From an optimization exercise on the open Yosys and OpenROAD flow, aimed at small area and a short achievable clock period; shortcuts taken in it are not production practice. RTL that was checked went through simulation tests only; none was proved equivalent to the original. Power is estimated from default activity; no workload was simulated.

## old
==> flow/design.v <==
`timescale 1ns/1ps
module md4_stream_driver #(
  parameter int unsigned MSG_DEPTH  = 256,
  parameter int unsigned ADDR_W     = 8,
  parameter int unsigned SIZE_W     = 64,
  parameter int unsigned HASH_BYTES = 16
) (
  input  logic                    CLK,
  input  logic                    RESET_N,
  input  logic                    WR_EN,
  input  logic [ADDR_W-1:0]       WR_ADDR,
  input  logic [7:0]              WR_DATA,
  input  logic [SIZE_W-1:0]       MSG_LEN,
  input  logic                    START,
  output logic                    BUSY,
  output logic                    DONE,
  output logic                    ERROR,
  output logic [8*HASH_BYTES-1:0] DIGEST,
  output logic                    HC_START,
  input  logic                    HC_BUSY,
  input  logic                    HC_DONE,
  output logic [SIZE_W-1:0]       HC_SIZE,
  output logic [7:0]              HC_IN_BYTE,
  output logic                    HC_IN_EMPTY,
  input  logic                    HC_IN_READ,
  input  logic [7:0]              HC_OUT_BYTE,
  output logic                    HC_OUT_FULL,
  input  logic                    HC_OUT_WRITE
);
  logic [7:0]   r_buf [256];
  logic         r_busy;
  logic         r_done;
  logic         r_error;
  logic [8:0]   r_len;         
  logic [8:0]   r_rem;         
  logic [15:0]  r_row;         
  logic [15:0]  r_col;         
  logic [7:0]   r_byte;        
  logic         r_empty;
  logic         r_full;
  logic [3:0]   r_cnt;         
  logic [127:0] r_digest;
  logic w_unused_hc_busy;
  assign w_unused_hc_busy = HC_BUSY;
  wire idle     = !r_busy && !r_done;
  wire len_ok   = (MSG_LEN[63:9] == '0) && (!MSG_LEN[8] || (MSG_LEN[7:0] == '0));
  wire start_ok = RESET_N && idle && START && len_ok;
  wire rd_ok    = r_busy && HC_IN_READ && !r_empty;
  wire wr_ok    = r_busy && HC_OUT_WRITE && !r_full;
  wire last_wr  = HC_OUT_WRITE && (r_cnt == 4'd15);
  wire clr      = !RESET_N || start_ok;
  assign BUSY        = r_busy;
  assign HC_START    = r_busy;
  assign DONE        = r_done;
  assign ERROR       = r_error;
  assign HC_SIZE     = {55'd0, r_len};
  assign HC_IN_BYTE  = r_byte;
  assign HC_IN_EMPTY = r_empty;
  assign HC_OUT_FULL = r_full;
  assign DIGEST      = r_digest;
  always_ff @(posedge CLK) begin
    if (idle && WR_EN) r_buf[WR_ADDR] <= WR_DATA;
  end
  logic [255:0] w_sel;
  logic [7:0]   w_grp_n [86];
  logic [7:0][7:0] w_part_n;
  logic [7:0][7:0] r_part_n;
  always_comb begin
    for (int i = 0; i < 256; i++) w_sel[i] = r_row[i / 16] && r_col[i % 16];
  end
  genvar g;
  generate
    for (g = 0; g < 85; g++) begin : g_rd
      md4_rd_aoi3 u_aoi (
        .d0(r_buf[3*g]),   .s0(w_sel[3*g]),
        .d1(r_buf[3*g+1]), .s1(w_sel[3*g+1]),
        .d2(r_buf[3*g+2]), .s2(w_sel[3*g+2]),
        .yn(w_grp_n[g])
      );
    end
  endgenerate
  assign w_grp_n[85] = ~(r_buf[255] & {8{w_sel[255]}});
  always_comb begin
    for (int j = 0; j < 8; j++) begin
      logic [7:0] acc;
      acc = '1;
      for (int i = 11*j; i < 11*j + 11 && i < 86; i++) acc = acc & w_grp_n[i];
      w_part_n[j] = acc;
    end
  end
  wire [7:0] w_rd = ~(r_part_n[0] & r_part_n[1] & r_part_n[2] & r_part_n[3] &
                      r_part_n[4] & r_part_n[5] & r_part_n[6] & r_part_n[7]);
  always_ff @(posedge CLK) begin
    if (!r_busy || rd_ok) r_part_n <= w_part_n;
    if (!r_busy) r_byte <= r_buf[0];
    else if (rd_ok) r_byte <= w_rd;
    if (!r_busy || !RESET_N) begin
      r_row <= 16'h0001;
      r_col <= start_ok ? 16'h0004 : 16'h0002;
      r_rem <= MSG_LEN[8:0];
    end else if (rd_ok) begin
      r_col <= {r_col[14:0], r_col[15]};
      if (r_col[15]) r_row <= {r_row[14:0], r_row[15]};
      r_rem <= r_rem - 9'd1;
    end
  end
  always_ff @(posedge CLK) begin
    for (int k = 0; k < 16; k++) begin
      if (clr || (wr_ok && r_cnt == 4'(k)))
        r_digest[127-8*k -: 8] <= clr ? 8'd0 : HC_OUT_BYTE;
    end
  end
  always_ff @(posedge CLK) begin
    if (start_ok) r_cnt <= '0;
    else if (wr_ok) r_cnt <= r_cnt + 4'd1;
  end
  always_ff @(posedge CLK) begin
    if (!RESET_N) begin
      r_busy  <= 1'b0;
      r_done  <= 1'b0;
      r_error <= 1'b0;
      r_len   <= '0;
      r_empty <= 1'b1;
      r_full  <= 1'b1;
    end else begin
      r_done <= r_busy && HC_DONE;
      if (r_busy) begin
        if ((HC_IN_READ && r_empty) || (HC_OUT_WRITE && r_full) ||
            (HC_DONE && !(r_full || last_wr)))
          r_error <= 1'b1;
        if (HC_DONE) begin
          r_busy  <= 1'b0;
          r_empty <= 1'b1;
          r_full  <= 1'b1;
        end else begin
          if (rd_ok) r_empty <= (r_rem == 9'd1);
          if (wr_ok) r_full  <= (r_cnt == 4'd15);
        end
      end else if (idle && START) begin
        r_error <= !len_ok;
        if (len_ok) begin
          r_busy  <= 1'b1;
          r_len   <= MSG_LEN[8:0];
          r_empty <= (MSG_LEN[8:0] == 9'd0);
          r_full  <= 1'b0;
        end
      end
    end
  end
endmodule
module md4_rd_aoi3 (
  input  logic [7:0] d0,
  input  logic [7:0] d1,
  input  logic [7:0] d2,
  input  logic       s0,
  input  logic       s1,
  input  logic       s2,
  output logic [7:0] yn
);
  assign yn = ~(({8{s0}} & d0) | ({8{s1}} & d1) | ({8{s2}} & d2));
endmodule
export LEC_CHECK = 0
export CAP_MARGIN = 20
export CORE_MARGIN = 2
export CORE_UTILIZATION = 60
export SETUP_SLACK_MARGIN = 3.0
export SLEW_MARGIN = 20
export SYNTH_HIERARCHICAL = 1
create_clock -name core_clock -period 5.5 [get_ports {CLK}]
run.sh (not shown) runs the stock make flow with config.mk's settings and CLKGATE_MAP_FILE= SYNTH_SCRIPT=/design/flow/synth_recipe.tcl, a recipe that flattens the netlist after the stock synthesis.
Every stage of the flow completed for old, and the final layout passed the timing, design-rule and antenna checks.
> inputs changed (old -> new)
-- flow/design.v --
<<< old, line 41
  logic [3:0]   r_cnt;         
  logic [127:0] r_digest;
  logic w_unused_hc_busy;
  assign w_unused_hc_busy = HC_BUSY;
  wire idle     = !r_busy && !r_done;
  wire len_ok   = (MSG_LEN[63:9] == '0) && (!MSG_LEN[8] || (MSG_LEN[7:0] == '0));
  wire start_ok = RESET_N && idle && START && len_ok;
  wire rd_ok    = r_busy && HC_IN_READ && !r_empty;
  wire wr_ok    = r_busy && HC_OUT_WRITE && !r_full;
>>> new, line 41
  logic [3:0]   r_cnt;         
  logic [127:0] r_digest;
  logic         r_wp_en;       
  logic [7:0]   r_wp_addr;
  logic [7:0]   r_wp_data;
  logic w_unused_hc_busy;
  assign w_unused_hc_busy = HC_BUSY;
  wire idle     = !r_busy && !r_done;
  wire len_ok   = (MSG_LEN[63:9] == '0) && (!MSG_LEN[8] || (MSG_LEN[7:0] == '0));
  wire start_ok = idle && START && len_ok;
  wire rd_ok    = r_busy && HC_IN_READ && !r_empty;
  wire wr_ok    = r_busy && HC_OUT_WRITE && !r_full;
<<< old, line 60
  assign DIGEST      = r_digest;
  always_ff @(posedge CLK) begin
    if (idle && WR_EN) r_buf[WR_ADDR] <= WR_DATA;
  end
  logic [255:0] w_sel;
  logic [7:0]   w_grp_n [86];
  logic [7:0][7:0] w_part_n;
  logic [7:0][7:0] r_part_n;
  always_comb begin
    for (int i = 0; i < 256; i++) w_sel[i] = r_row[i / 16] && r_col[i % 16];
>>> new, line 63
  assign DIGEST      = r_digest;
  always_ff @(posedge CLK) begin
    r_wp_en   <= idle && WR_EN;
    r_wp_addr <= WR_ADDR;
    r_wp_data <= WR_DATA;
    if (r_wp_en) r_buf[r_wp_addr] <= r_wp_data;
  end
  logic [255:0] w_sel;
  logic [7:0]   w_grp_n [86];
  logic [7:0]   w_rd;
  always_comb begin
    for (int i = 0; i < 256; i++) w_sel[i] = r_row[i / 16] && r_col[i % 16];
<<< old, line 82
  assign w_grp_n[85] = ~(r_buf[255] & {8{w_sel[255]}});
  always_comb begin
    for (int j = 0; j < 8; j++) begin
      logic [7:0] acc;
      acc = '1;
      for (int i = 11*j; i < 11*j + 11 && i < 86; i++) acc = acc & w_grp_n[i];
      w_part_n[j] = acc;
    end
  end
  wire [7:0] w_rd = ~(r_part_n[0] & r_part_n[1] & r_part_n[2] & r_part_n[3] &
                      r_part_n[4] & r_part_n[5] & r_part_n[6] & r_part_n[7]);
  always_ff @(posedge CLK) begin
    if (!r_busy || rd_ok) r_part_n <= w_part_n;
    if (!r_busy) r_byte <= r_buf[0];
    else if (rd_ok) r_byte <= w_rd;
    if (!r_busy || !RESET_N) begin
      r_row <= 16'h0001;
      r_col <= start_ok ? 16'h0004 : 16'h0002;
      r_rem <= MSG_LEN[8:0];
    end else if (rd_ok) begin
      r_col <= {r_col[14:0], r_col[15]};
      if (r_col[15]) r_row <= {r_row[14:0], r_row[15]};
      r_rem <= r_rem - 9'd1;
    end
  end
>>> new, line 87
  assign w_grp_n[85] = ~(r_buf[255] & {8{w_sel[255]}});
  always_comb begin
    w_rd = '0;
    for (int i = 0; i < 86; i++) w_rd = w_rd | ~w_grp_n[i];
  end
  always_ff @(posedge CLK) begin
    if (!r_busy) begin
      r_byte <= (r_wp_en && r_wp_addr == 8'd0) ? r_wp_data : r_buf[0];
      r_row  <= 16'h0001;
      r_col  <= 16'h0002;
      r_rem  <= MSG_LEN[8:0];
    end else if (rd_ok) begin
      r_byte <= w_rd;
      r_col  <= {r_col[14:0], r_col[15]};
      if (r_col[15]) r_row <= {r_row[14:0], r_row[15]};
      r_rem  <= r_rem - 9'd1;
    end
  end
==> notes.md <==
In new, the total buffers and inverters traversed by the critical path came out 1 below the value in old.
Going from old to new, the number of flip-flops and latches in the synthesized netlist was found to have gone down by 47.
Where internal power component is concerned, old is outperformed by new.
old → new: sink count of the clock tree -47; area of the core region -1.6%.
The RTL of new was laid out without a check of its function.

========
juniper:
md4_stream_driver, a different RTL version from the one above (not shown whole).
For scale: ~5000 cells after synthesis, about 300 I/O pins, ~85000 µm² of cells after synthesis.
==> module md4_stream_driver, before the edit <==
module md4_stream_driver #(
  parameter int unsigned MSG_DEPTH  = 256,
  parameter int unsigned ADDR_W     = 8,
  parameter int unsigned SIZE_W     = 64,
  parameter int unsigned HASH_BYTES = 16
) (
  input  logic                    CLK,
  input  logic                    RESET_N,
  input  logic                    WR_EN,
  input  logic [ADDR_W-1:0]       WR_ADDR,
  input  logic [7:0]              WR_DATA,
  input  logic [SIZE_W-1:0]       MSG_LEN,
  input  logic                    START,
  output logic                    BUSY,
  output logic                    DONE,
  output logic                    ERROR,
  output logic [8*HASH_BYTES-1:0] DIGEST,
  output logic                    HC_START,
  input  logic                    HC_BUSY,
  input  logic                    HC_DONE,
  output logic [SIZE_W-1:0]       HC_SIZE,
  output logic [7:0]              HC_IN_BYTE,
  output logic                    HC_IN_EMPTY,
  input  logic                    HC_IN_READ,
  input  logic [7:0]              HC_OUT_BYTE,
  output logic                    HC_OUT_FULL,
  input  logic                    HC_OUT_WRITE
);
  logic [7:0]   r_buf [256];
  logic         r_busy;
  logic         r_done;
  logic         r_error;
  logic [8:0]   r_len;         
  logic [8:0]   r_rem;         
  logic [15:0]  r_row_n;       
  logic [15:0]  r_col_n;       
  logic [7:0]   r_byte;        
  logic         r_empty;
  logic         r_full;
  logic [3:0]   r_cnt;         
  logic [127:0] r_digest;
  logic [15:0]  r_wp_hi_n;     
  logic [15:0]  r_wp_lo_n;     
  logic [7:0]   r_wp_data;
  logic w_unused_hc_busy;
  assign w_unused_hc_busy = HC_BUSY;
  wire idle     = !r_busy && !r_done;
  logic w_len_hi_zero;
  md4_zero55 u_len_hi (.a(MSG_LEN[63:9]), .z(w_len_hi_zero));
  wire len_ok   = w_len_hi_zero && (!MSG_LEN[8] || (MSG_LEN[7:0] == '0));
  wire start_ok = RESET_N && idle && START && len_ok;
  wire rd_ok    = r_busy && HC_IN_READ && !r_empty;
  wire wr_ok    = r_busy && HC_OUT_WRITE && !r_full;
  wire last_wr  = HC_OUT_WRITE && (r_cnt == 4'd15);
  assign BUSY        = r_busy;
  assign HC_START    = r_busy;
  assign DONE        = r_done;
  assign ERROR       = r_error;
  assign HC_SIZE     = {55'd0, r_len};
  assign HC_IN_BYTE  = r_byte;
  assign HC_IN_EMPTY = r_empty;
  assign HC_OUT_FULL = r_full;
  assign DIGEST      = r_digest;
  always_ff @(posedge CLK) begin
    for (int i = 0; i < 16; i++) begin
      r_wp_hi_n[i] <= !(WR_ADDR[7:4] == 4'(i));
      r_wp_lo_n[i] <= !(idle && WR_EN && WR_ADDR[3:0] == 4'(i));
    end
    r_wp_data <= WR_DATA;
  end
  logic [255:0] w_we;
  always_comb begin
    for (int i = 0; i < 256; i++) w_we[i] = !(r_wp_hi_n[i / 16] || r_wp_lo_n[i % 16]);
  end
  always_ff @(posedge CLK) begin
    for (int i = 0; i < 256; i++) begin
      if (w_we[i]) r_buf[i] <= r_wp_data;
    end
  end
  wire byp0 = !r_busy && w_we[0];
  wire byp1 = !r_busy && w_we[1];
  logic [255:0] w_sel;
  logic [7:0]   w_grp_n [86];
  logic [10:0][7:0] w_part_n;
  logic [10:0][7:0] r_part_n;
  always_comb begin
    for (int i = 0; i < 256; i++) w_sel[i] = !(r_row_n[i / 16] || r_col_n[i % 16]);
    w_sel[1] = w_sel[1] && !byp1;
  end
  genvar g;
  generate
    for (g = 0; g < 85; g++) begin : g_rd
      md4_rd_aoi3 u_aoi (
        .d0(r_buf[3*g]),   .s0(w_sel[3*g]),
        .d1(r_buf[3*g+1]), .s1(w_sel[3*g+1]),
        .d2(r_buf[3*g+2]), .s2(w_sel[3*g+2]),
        .yn(w_grp_n[g])
      );
    end
  endgenerate
  assign w_grp_n[85] = ~(r_buf[255] & {8{w_sel[255]}});
  always_comb begin
    for (int j = 0; j < 11; j++) begin
      logic [7:0] acc;
      acc = '1;
      for (int i = 8*j; i < 8*j + 8 && i < 86; i++) acc = acc & w_grp_n[i];
      if (j == 0) acc = acc & ~(r_wp_data & {8{byp1}});
      w_part_n[j] = acc;
    end
  end
  wire [7:0] w_rd = ~(r_part_n[0] & r_part_n[1] & r_part_n[2] & r_part_n[3] &
                      r_part_n[4] & r_part_n[5] & r_part_n[6] & r_part_n[7] &
                      r_part_n[8] & r_part_n[9] & r_part_n[10]);
  always_ff @(posedge CLK) begin
    if (!r_busy || rd_ok) r_part_n <= w_part_n;
    if (!RESET_N) r_byte <= '0;
    else if (!r_busy) r_byte <= byp0 ? r_wp_data : r_buf[0];
    else if (rd_ok) r_byte <= w_rd;
    if (!RESET_N) begin
      r_row_n <= 16'hfffe;
      r_col_n <= 16'hfffd;
    end else if (!r_busy) begin
      r_row_n <= 16'hfffe;
      r_col_n <= start_ok ? 16'hfffb : 16'hfffd;
    end else if (rd_ok) begin
      r_col_n <= {r_col_n[14:0], r_col_n[15]};
      if (!r_col_n[15]) r_row_n <= {r_row_n[14:0], r_row_n[15]};
    end
    if (!r_busy) r_rem <= MSG_LEN[8:0];
    else if (rd_ok) r_rem <= r_rem - 9'd1;
  end
  always_ff @(posedge CLK) begin
    if (!RESET_N || start_ok) begin
      r_digest <= '0;
    end else begin
      for (int k = 0; k < 16; k++) begin
        if (wr_ok && r_cnt == 4'(k)) r_digest[127-8*k -: 8] <= HC_OUT_BYTE;
      end
    end
  end
  always_ff @(posedge CLK) begin
    if (start_ok) r_cnt <= '0;
    else if (wr_ok) r_cnt <= r_cnt + 4'd1;
  end
  always_ff @(posedge CLK) begin
    if (!RESET_N) begin
      r_busy  <= 1'b0;
      r_done  <= 1'b0;
      r_error <= 1'b0;
      r_len   <= '0;
      r_empty <= 1'b1;
      r_full  <= 1'b1;
    end else begin
      r_done <= r_busy && HC_DONE;
      if (r_busy) begin
        if ((HC_IN_READ && r_empty) || (HC_OUT_WRITE && r_full) ||
            (HC_DONE && !(r_full || last_wr)))
          r_error <= 1'b1;
        if (HC_DONE) begin
          r_busy  <= 1'b0;
          r_empty <= 1'b1;
          r_full  <= 1'b1;
        end else begin
          if (rd_ok) r_empty <= (r_rem == 9'd1);
          if (wr_ok) r_full  <= (r_cnt == 4'd15);
        end
      end else if (idle && START) begin
        r_error <= !len_ok;
        if (len_ok) begin
          r_busy  <= 1'b1;
          r_len   <= MSG_LEN[8:0];
          r_empty <= (MSG_LEN[8:0] == 9'd0);
          r_full  <= 1'b0;
        end
      end
    end
  end
endmodule
==> flow/config.mk <==
export PLATFORM = sky130hd
export DESIGN_NAME = md4_stream_driver
export DESIGN_NICKNAME = md4_stream_driver
export VERILOG_FILES = /design/flow/design.v
export SDC_FILE = /design/flow/constraint.sdc
export NUM_CORES = 4
export LEC_CHECK = 0
export CAP_MARGIN = 20
export CORE_MARGIN = 2
export CORE_UTILIZATION = 60
export SETUP_SLACK_MARGIN = 3.0
export SLEW_MARGIN = 20
export SYNTH_HIERARCHICAL = 1
==> flow/constraint.sdc <==
create_clock -name core_clock -period 5.5 [get_ports {CLK}]
set_input_delay 1.1000 -clock core_clock [delete_from_list [all_inputs] [get_ports {CLK}]]
set_output_delay 1.1000 -clock core_clock [all_outputs]
set_load 0.01 [all_outputs]
standard.sh (not shown) runs the stock make flow with config.mk's settings and CLKGATE_MAP_FILE= SYNTH_SCRIPT=/design/flow/synth_recipe.tcl, a recipe that flattens the netlist after the stock synthesis.
==> flow/flow/run.sh <==
#!/bin/bash
# Standard ORFS layout (the standard.sh) with two changes:
#  - ports are buffered with buf_1 instead of the default delay buffer;
#  - clock tree synthesis clusters up to 30 sinks per leaf buffer within
#    80 um and inserts no dummy loads.
set -euo pipefail
export BUFFER_PORTS_ARGS="-buffer_cell sky130_fd_sc_hd__buf_1"
export CTS_ARGS="-sink_clustering_enable -repair_clock_nets -dont_use_dummy_load -sink_clustering_size 30 -sink_clustering_max_diameter 80"
bash standard.sh > standard_flow.log 2>&1
What lagoon does differently from juniper at the input level:
-- flow/design.v --
<<< juniper, line 35
  logic [8:0]   r_rem;         
  logic [15:0]  r_row_n;       
  logic [15:0]  r_col_n;       
  logic [7:0]   r_byte;        
  logic         r_empty;
>>> lagoon, line 35
  logic [8:0]   r_rem;         
  logic [15:0]  r_row_n;       
  logic [15:0]  r_cola_n;      
  logic [15:0]  r_colb_n;      
  logic [7:0]   r_byte;        
  logic         r_empty;
<<< juniper, line 86
  logic [10:0][7:0] r_part_n;
  always_comb begin
    for (int i = 0; i < 256; i++) w_sel[i] = !(r_row_n[i / 16] || r_col_n[i % 16]);
    w_sel[1] = w_sel[1] && !byp1;
  end
>>> lagoon, line 87
  logic [10:0][7:0] r_part_n;
  always_comb begin
    for (int i = 0; i < 256; i++)
      w_sel[i] = !(r_row_n[i / 16] || (i < 128 ? r_cola_n[i % 16] : r_colb_n[i % 16]));
    w_sel[1] = w_sel[1] && !byp1;
  end
<<< juniper, line 113
                      r_part_n[4] & r_part_n[5] & r_part_n[6] & r_part_n[7] &
                      r_part_n[8] & r_part_n[9] & r_part_n[10]);
  always_ff @(posedge CLK) begin
    if (!r_busy || rd_ok) r_part_n <= w_part_n;
>>> lagoon, line 115
                      r_part_n[4] & r_part_n[5] & r_part_n[6] & r_part_n[7] &
                      r_part_n[8] & r_part_n[9] & r_part_n[10]);
  wire w_row_lo = !(&r_row_n[7:0]);
  always_ff @(posedge CLK) begin
    if (!r_busy || rd_ok) r_part_n <= w_part_n;
<<< juniper, line 119
    else if (rd_ok) r_byte <= w_rd;
    if (!RESET_N) begin
      r_row_n <= 16'hfffe;
      r_col_n <= 16'hfffd;
    end else if (!r_busy) begin
      r_row_n <= 16'hfffe;
      r_col_n <= start_ok ? 16'hfffb : 16'hfffd;
    end else if (rd_ok) begin
      r_col_n <= {r_col_n[14:0], r_col_n[15]};
      if (!r_col_n[15]) r_row_n <= {r_row_n[14:0], r_row_n[15]};
    end
    if (!r_busy) r_rem <= MSG_LEN[8:0];
>>> lagoon, line 122
    else if (rd_ok) r_byte <= w_rd;
    if (!RESET_N) begin
      r_row_n  <= 16'hfffe;
      r_cola_n <= 16'hfffd;
      r_colb_n <= 16'hfffe;
    end else if (!r_busy) begin
      r_row_n  <= 16'hfffe;
      r_cola_n <= start_ok ? 16'hfffb : 16'hfffd;
      r_colb_n <= 16'hfffe;
    end else if (rd_ok) begin
      if (w_row_lo) r_cola_n <= {r_cola_n[14:0], r_cola_n[15]};
      else          r_colb_n <= {r_colb_n[14:0], r_colb_n[15]};
      if (w_row_lo ? !r_cola_n[15] : !r_colb_n[15])
        r_row_n <= {r_row_n[14:0], r_row_n[15]};
    end
    if (!r_busy) r_rem <= MSG_LEN[8:0];
Findings:
- lagoon finished end to end and its layout was clean on timing, DRC and antenna.
- On post-synth design cell area: between lagoon and juniper, it ends up lower for juniper.
- The lower share of total power consumed by net switching came out of lagoon.
- The share of total power in sequential cells number comes out higher for lagoon vs juniper.
- Utilization, lagoon and juniper: smaller value in lagoon
- met3 wire length was higher in the run labelled juniper.
- lagoon: total routing resource utilization after global routing is 0.50 points lower than what juniper reported.
For lagoon, only the layout was checked, not whether the RTL still works.

[static timing again, ports no longer ideal]
No port has a modelled driver above. Below, the same layouts with a new extraction and two added sets of constraints. Step 1, drivers: a clkbuf_16 drives CLK and a buf_2 each remaining input, both assumed. Step 2 moves the port delays by t, midway between the first and last clock arrival at a register: inputs arrive t later, outputs are due t later. That takes back most of the time a late clock gives input paths. a / b / c = no drivers / after step 1 / after step 2; a / b = the first two.
run | t, ns | slack for setup (ns) | hold slack, ns | cell pins on the clock port's net
old | 0.904 | 2.859 / 2.778 / 2.076 | 0.488 / 0.488 / 0.488 | 1
new | 0.911 | 2.319 / 2.319 / 2.224 | 0.452 / 0.452 / 0.452 | 1
juniper | 0.821 | 2.949 / 2.934 / 2.302 | 0.415 / 0.356 / 0.468 | 1
lagoon | 0.821 | 2.918 / 2.918 / 2.369 | 0.421 / 0.356 / 0.475 | 1
After both steps every run listed still meets setup and hold. For old, which loses most, drivers alone change the setup slack by -0.081 ns; drivers and shift together by -0.783 ns.
